This is an optimization exercise on Yosys and OpenROAD, whose aim is small area and a short achievable clock period, not a production implementation. RTL that was checked went through simulation tests only; none was proved equivalent to the original. No functional check of the RTL was part of run 2. Power figures rest on the tool's default switching activity, not on a simulated workload.

==> flow/design.v (outline; a module is shown in full before it is edited, if it fits) <==
// module fft_power_peak: 1265 lines
// module fpp_fa: 10 lines
module fft_power_peak #(
    parameter  int N          = 8,
    parameter  int DATA_WIDTH = 16,
    localparam int BIN_W      = $clog2(N),
    localparam int PWR_W      = 2 * DATA_WIDTH + 1
) (
    input  logic                         clk,
    input  logic                         rst_n,
    input  logic signed [DATA_WIDTH-1:0] in_real,
    input  logic signed [DATA_WIDTH-1:0] in_imag,
    input  logic                         in_valid,
    input  logic                         clear,
    input  logic        [PWR_W-1:0]      thresh,
    output logic                         peak_over,
    output logic        [PWR_W-1:0]      pwr_out,
    output logic        [BIN_W-1:0]      pwr_bin,
    output logic                         pwr_valid,
    output logic        [PWR_W-1:0]      peak_pwr,
    output logic        [BIN_W-1:0]      peak_bin,
    output logic                         peak_valid,
    output logic        [15:0]           frame_cnt,
    output logic        [1:0]            dbg_state
);
  // ...
==> flow/run.sh <==
#!/bin/bash
# synth_recipe.tcl (not shown) runs the flow's synth.tcl, then flattens the netlist and writes it again
# the make line also repeats each setting of config.mk as NAME=value (left out here)
make -C /OpenROAD-flow-scripts/flow DESIGN_CONFIG=/design/flow/config.mk WORK_HOME=/design/flow/orfs CLKGATE_MAP_FILE= SYNTH_SCRIPT=/design/flow/synth_recipe.tcl finish
==> flow/config.mk <==
export PLATFORM = sky130hd
export DESIGN_NAME = fft_power_peak
export DESIGN_NICKNAME = fft_power_peak
export VERILOG_FILES = /design/flow/design.v
export SDC_FILE = /design/flow/constraint.sdc
export NUM_CORES = 4
export LEC_CHECK = 0
export CAP_MARGIN = 20
export CORE_MARGIN = 2
export CORE_UTILIZATION = 60
export CTS_BUF_LIST = sky130_fd_sc_hd__clkbuf_8
export SETUP_SLACK_MARGIN = 4.2
export SLEW_MARGIN = 20
export SYNTH_HIERARCHICAL = 1
export SYNTH_MINIMUM_KEEP_SIZE = 0
==> flow/constraint.sdc <==
create_clock -name core_clock -period 7.5 [get_ports {clk}]
set_input_delay 1.5000 -clock core_clock [delete_from_list [all_inputs] [get_ports {clk}]]
set_output_delay 1.5000 -clock core_clock [all_outputs]
set_load 0.01 [all_outputs]
==> results by group, run 1 <==
Detailed routing
  – Detail Route Antenna Nets: 0
  – Top layer in use: met4
  – Total number of vias: 10816

Power
  – Sw Ratio: 41.4%
  – Clock Power: 1220 uW
  – Int Pwr: 5000 uW
  – Comb. pwr: 5510 uW
  – Clock share of power: 14.3%

Synthesis
  – Cell variety after synth: 54
  – Sequential element share of the synthesized area: a little under a third
  – XOR/XNOR share of the synthesized area: 2.65%

Die
  – Tap cells: 324

Timing
  – Highest clock rate: around 0.29 GHz
  – WHS: 0.449 ns
  – RSZ-0062 raised after global routing: yes
  – Endpoints failing setup: 0
  – Period utilization: 45.7%
  – Tmin final: between 3 and 4 ns

Setup path
  – Critical Path Stages: 13
  – Crit-path leading delay family: adder cells
  – Worst-path fanout max: 4
  – Worst Path Buf+Inv: 1

Clocking
  – Root Driver: clkbuf_8
  – Clock latency (worst-skew pair): 0.54 ns

Final layout
  – Area occupied by registers: 4670 sq um
  – Diode count: 0

Global routing
  – First-pass GRT wire length: approximately 60000 microns
  – Vias in the first global route: 11302

Outcome
  – Status: complete, no violations

Place
  – Post-DP HPWL: between 20000 and 30000 microns
  – Port bufs: 159
  – Placed Cells: 1859
==> run 2, diff against run 1 <==
--- a/flow/design.v
+++ b/flow/design.v
@@ -1224,17 +1224,21 @@
     logic [31:0] w_nxt_pwr;
     logic [2:0]  w_nxt_bin;
     assign dbg_state  = {r_rep, r_run};
     assign peak_valid = r_rep;
     assign peak_pwr   = {1'b0, r_peak_pwr};
     assign w_beat   = pwr_valid & ~clear;
     assign w_bin0   = (pwr_bin == 3'd0);
     assign w_bin7   = (pwr_bin == 3'd7);
-    assign w_gt     = (r_pwr > r_run_pwr);
+    always_comb begin
+        w_gt = 1'b0;
+        for (int i = 0; i < 32; i++)
+            w_gt = (r_pwr[i] & ~r_run_pwr[i]) | ((r_pwr[i] | ~r_run_pwr[i]) & w_gt);
+    end
     assign w_take   = w_beat & (r_run ? w_gt : w_bin0);
     assign w_report = w_beat & r_run & w_bin7;
     assign w_nxt_pwr = w_take ? r_pwr   : r_run_pwr;
     assign w_nxt_bin = w_take ? pwr_bin : r_run_bin;
     always_ff @(posedge clk) begin
         r_run_pwr <= w_nxt_pwr;
         r_run_bin <= w_nxt_bin;
     end
==> flow/flow/run.sh (new file) <==
#!/bin/bash
# Layout flow: the standard flow (standard synthesis, floorplan, place, CTS, route,
# finish) unchanged, except that the port buffers are the platform's plain buf_1 cell
# instead of the resizer's default pick; repair_design and repair_timing still resize them.
set -euo pipefail
export BUFFER_PORTS_ARGS="-buffer_cell sky130_fd_sc_hd__buf_1"
bash standard.sh finish > standard.log 2>&1
==> flow/standard.sh (new file) <==
#!/bin/bash
# synth_recipe.tcl (not shown) runs the flow's synth.tcl, then flattens the netlist and writes it again
# the make line also repeats each setting of config.mk as NAME=value (left out here)
make -C /OpenROAD-flow-scripts/flow DESIGN_CONFIG=/design/flow/config.mk WORK_HOME=/design/flow/orfs CLKGATE_MAP_FILE= SYNTH_SCRIPT=/design/flow/synth_recipe.tcl "${@:-finish}"
==> flow/config.mk (replaced) <==
export PLATFORM = sky130hd
export DESIGN_NAME = fft_power_peak
export DESIGN_NICKNAME = fft_power_peak
export VERILOG_FILES = /design/flow/design.v
export SDC_FILE = /design/flow/constraint.sdc
export NUM_CORES = 4
export LEC_CHECK = 0
export CAP_MARGIN = 20
export CORE_MARGIN = 2
export CORE_UTILIZATION = 40
export SETUP_SLACK_MARGIN = 4.2
export SLEW_MARGIN = 20
export SYNTH_HIERARCHICAL = 1
export SYNTH_MINIMUM_KEEP_SIZE = 0
removed: flow/run.sh
==> run 2 against run 1 <==
Against the previous run:
- worst setup slack got worse by 0.36 ns
- largest cell class unchanged
- count of clock-buffer cells in the layout decreased by 12
- largest power group unchanged
- global-route usage decreased by 11 points
- die area increased by 46%
- core utilization decreased by 26 points
- critical endpoint is now r_pwr[30]
- critical path depth increased by 1
- final area decreased by 4.8%
- first-iteration DRC count decreased by 23%
- highest routed layer unchanged
- final cell count increased by 2.4%
- routed wire length decreased by 3.5%
- sequential share of layout area increased by 1.3 points
==> results by group, run 2 <==
Outcome
  – Status: complete, no violations (unchanged)

Timing
  – Tightest Pin Transition: 0.766 ns (was 0.795 ns)
  – Highest clock rate: 0.264 GHz (was 0.291 GHz)
  – Period utilization: 50.6% (was 45.7%)
  – Max-slew headroom: 48.9% (was 47.0%)
  – Setup_tns: 0 ns (unchanged)
  – Max-slew violations: 0 (unchanged)
  – Endpoints failing setup: 0 (unchanged)
  – Final worst slack: 3.71 ns (was 4.07 ns)
  – Tmin final: 3.79 ns (was 3.43 ns)
  – Hold Vio Cnt, Final: 0 (unchanged)
  – RSZ-0062 raised after global routing: yes (unchanged)
  – Skew final: 0.0107 ns (was 0.0371 ns)

Power
  – Int Pwr: 4970 uW (was 5000 uW)
  – Power Density: 489 nW/um^2 (was 468 nW/um^2)
  – Sw Ratio: 41.5% (was 41.4%)
  – LEAKAGE: 0.00754 uW (was 0.00809 uW)
  – Clock share of power: 14.8% (was 14.3%)
  – Switching power: 3520 uW (was 3530 uW)
  – Total Power: 8490 uW (was 8540 uW)
  – Combinational Power Share: 64.3% (was 64.6%)
  – Worst IR drop on VDD: 0.462 mV (was 0.420 mV)
  – Reg power frac: 20.8% (was 21.1%)

Global routing
  – First-pass GRT wire length: 57200 microns (was 60100 microns)
  – Total Routing Usage GR: 19.1% (was 29.6%)
  – GRT overflow: 0 (unchanged)
  – Antenna violations before repair: 0 (unchanged)
  – Vias in the first global route: 10570 (was 11302)
  – Pin count of the biggest net entering global routing: 60 (was 66)

Synthesis
  – Cell variety after synth: 60 (was 54)
  – Post-synth top area share: 29.2% (was 28.7%)
  – Post-synth top flop: dfxtp_1 (unchanged)
  – EDFF count, synth: 0 (unchanged)
  – Post-Synthesis Cells: 1346 (was 1425)
  – Synth Register Bits: 218 (unchanged)
  – Synth top area cells: fa_1, dfxtp_1, dfrtp_1 (unchanged)
  – Sequential element share of the synthesized area: 31.9% (was 31.4%)
  – Yosys top cell by area: fa_1 (unchanged)
  – Post-synth top cells: nand2_1, fa_1, dfxtp_1 (was nand2_1, fa_1, dfxtp_1, inv_1, ha_1)
  – Synth warn: 7 (unchanged)
  – Most common cell in the netlist: nand2_1 (unchanged)
  – Post-synth ARST share: 27.1% (unchanged)
  – Syn avg cell area: 10.9 sq um (was 10.4 sq um)
  – Cell area after synthesis: 14600 sq um (was 14900 sq um)

Setup path
  – CP arrival: 4.25 ns (was 3.86 ns)
  – Critical Path RT: 7.96 ns (was 7.93 ns)
  – CP peak stage delay: 0.54 ns (was 0.55 ns)
  – Crit path cell chain: fa_2 -> fa_2 -> fa_1 -> inv_2 -> ha_4 -> o21a_1 -> o21ai_2 -> a22oi_2 -> or3_4 -> o21ai_4 -> o21ai_2 -> a211o_1 -> a21oi_2 -> xnor2_1 (was fa_2 -> fa_2 -> inv_2 -> ha_4 -> ha_4 -> a21oi_4 -> o21ai_2 -> a21o_1 -> a41o_1 -> a41o_1 -> a31o_1 -> a21oi_2 -> xnor2_1)
  – Worst-path fanout max: 3 (was 4)
  – Critical Path Sink Type: register (unchanged)
  – Slowest CP cell: fa_2 (unchanged)
  – Worst Setup Start Kind: register (unchanged)
  – Critical path type: register to register (unchanged)

Detailed routing
  – # DRC: 0 (unchanged)
  – Vias per cell: 5.07 (was 5.53)
  – DR pass1 iterations: 5 (unchanged)
  – Routed WL: 36300 microns (was 37600 microns)
  – Detail Route Antenna Nets: 0 (unchanged)
  – Drt wl/cell: 18.1 microns (was 19.2 microns)
  – Detailed router's first-iteration violation count: 482 (was 626)
  – Total number of vias: 10157 (was 10816)

Worst hold path
  – Worst min path class: register to register (unchanged)

Die
  – Die height: 195 microns (was 161 microns)
  – Cell Rows: 69 (was 57)
  – Core Area: 35700 sq um (was 24300 sq um)
  – Die area: 38100 sq um (was 26000 sq um)
  – Die Wd: 195 microns (was 161 microns)
  – Initial Util: 40.9% (was 61.1%)
  – Top Ports: 162 (unchanged)

Place
  – Pre-CTS setup slack: 3.05 ns (was 2.84 ns)
  – Port bufs: 159 (unchanged)
  – Routability cong.: 0.884 (was 0.935)
  – Post-DP HPWL: 27400 microns (was 27600 microns)

Flow run
  – Max-Cap Viols: 0 (unchanged)

Clocking
  – CTS tree: yes (unchanged)
  – Cts hold-fix bufs: 0 (unchanged)
  – Clk sinks: 218 (unchanged)
  – Clock latency (worst-skew pair): 0.53 ns (was 0.54 ns)
  – H-tree levels: 1 (was 2)
  – Root Driver: clkbuf_16 (was clkbuf_8)
  – Clk pin slew, worst setup/hold paths: 0.06 ns (was 0.07 ns)
  – CTS max path bufs: 3 (unchanged)
  – Num CTS Buffers: 25 (was 38)

Final layout
  – Share of cells above drive strength 1: 20.2% (was 18.0%)
  – Diode count: 0 (unchanged)
  – Register name with the most flops: r_cs (unchanged)
  – Layout Utilization: 48.6% (was 75.0%)
  – Most frequent cells in the layout: nand2_1, dfxtp_1, inv_1, fa_1, buf_1 (was nand2_1, inv_1, dfxtp_1, fa_1, clkdlybuf4s50_1)
  – Area Overhead vs Synth: 18.8% (was 22.8%)
  – Nets: 1882 (was 1993)
  – Most common cell after layout, fill and taps aside: nand2_1 (unchanged)
  – Max FFs per register: 92 (unchanged)
-- run 2: kinds of logic after synthesis --
| group | synth area share (%) |
|---|---|
| buffers and inverters | 5.52 |
| adder cells (fa/ha/maj) | 36.6 |
| flip-flops | 31.9 |
| XOR/XNOR | 2.52 |
| other | 0.0257 |
| AO/OA/AOI/OAI | 5.61 |
| AND/OR/NAND/NOR | 11.8 |
| multiplexers | 6.06 |
-- run 2: worst paths after layout --
kind | to | cells after the start | startpoint | slack, ns
max | r_pwr[30] | 14 | r_cs[39] | 3.71
min | r_pwr[0] | 1 | r_cs[0] | 0.46
max reg2reg | r_pwr[30] | 14 | r_cs[39] | 3.71
min reg2reg | r_pwr[0] | 1 | r_cs[0] | 0.46
max in group asynchronous | r_bin_cnt[0] | 2 | rst_n | 5.86
min in group asynchronous | r_peak_pwr[10] | 2 | rst_n | 1.12
-- run 2: final cells by class --
class                           instances  area [sq um]
Timing Repair Buffer                  193          1020
Sequential cell                       218          4660
Inverter                              153           582
Fill cell                            3286         18400
Multi-Input combinational cell        931          9650
Clock buffer                           36           717
Clock inverter                         10           153
Tap cell                              461           577
-- run 2: metrics by stage --
| step | cell area [sq um] | hold slack [ns] | cells |
|---|---|---|---|
| floorplan | 15200 | 0.420 | 1347 |
| global placement | 15900 | 0.442 | 1926 |
| detailed placement | 15900 | 0.443 | 1926 |
| CTS | 17100 | 0.465 | 1987 |
| global route | 17400 | 0.492 | 2002 |
| finish | 17400 | 0.459 | 2002 |
-- run 2: power groups by stage --
| stage | registers (uW) | logic (uW) | clock network [uW] |
|---|---|---|---|
| after floorplan | 1770 | 3310 | 0 |
| after global placement | 1780 | 4370 | 0 |
| after detailed placement | 1790 | 4400 | 0 |
| after CTS | 1770 | 4960 | 1290 |
| after global routing | 1810 | 6060 | 1340 |
| final | 1770 | 5460 | 1260 |
-- run 2: what timing repair did --
item | CTS | global route
pin swaps | 14 | 12
gates resized for setup | 139 | 35
endpoints found under the setup margin | 140 | 49
setup buffers | 15 | 15
-- run 2: critical path, delay by kind of cell (launching register included) --
kind,cells,cell delay [ns]
adders and majority gates,4,1.58
buffers and inverters,1,0.08
DFF,1,0.33
AOI/OAI and AO/OA,7,1.17
and+or+nand+nor,1,0.41
xor gates and xnor gates,1,0.13
-- run 2: Yosys stat by module, one instance, submodules excluded --
module	flops+latches	cells	cell area, sq um
fft_power_peak	218	1133	10300
fpp_fa	0	1	20.0
-- run 2: routing by layer --
layer | vias to the layer above | global-route usage [%] | part of all wire [%]
li1 | 4670 | - | -
met2 | 394 | 30.1 | 44
met5 | - | 0 | 0
met3 | 49 | 3.11 | 6.6
met4 | 0 | 4.61 | 2.0
met1 | 5044 | 27.4 | 47

==> re-timing with driven ports <==
The results above use ideal ports. As a check the final layouts listed here were re-extracted and re-timed, cells and wires unchanged.
Step 1, drivers: a clkbuf_16 drives clk and a buf_2 each remaining input, both assumed.
Step 2 also shifts input and output timing later by t, the mid clock arrival at the registers, as if the neighbouring blocks saw the same clock.
Three values: no drivers, after step 1, after step 2; two values: the first two.
run | t (ns) | setup slack, ns | hold slack, ns | worst setup path at the end | worst slew at a driven data input, ns
run 1 | 0.562 | 4.069 / 4.069 / 3.678 | 0.449 / 0.449 / 0.449 | input to register | 0.05
run 2 | 0.583 | 3.708 / 3.708 / 3.667 | 0.459 / 0.459 / 0.459 | input to register | 0.06
After both steps setup and hold are still met in every run listed. For run 1, which loses most, drivers alone change the setup slack by 0.000 ns; drivers and shift together by -0.391 ns.
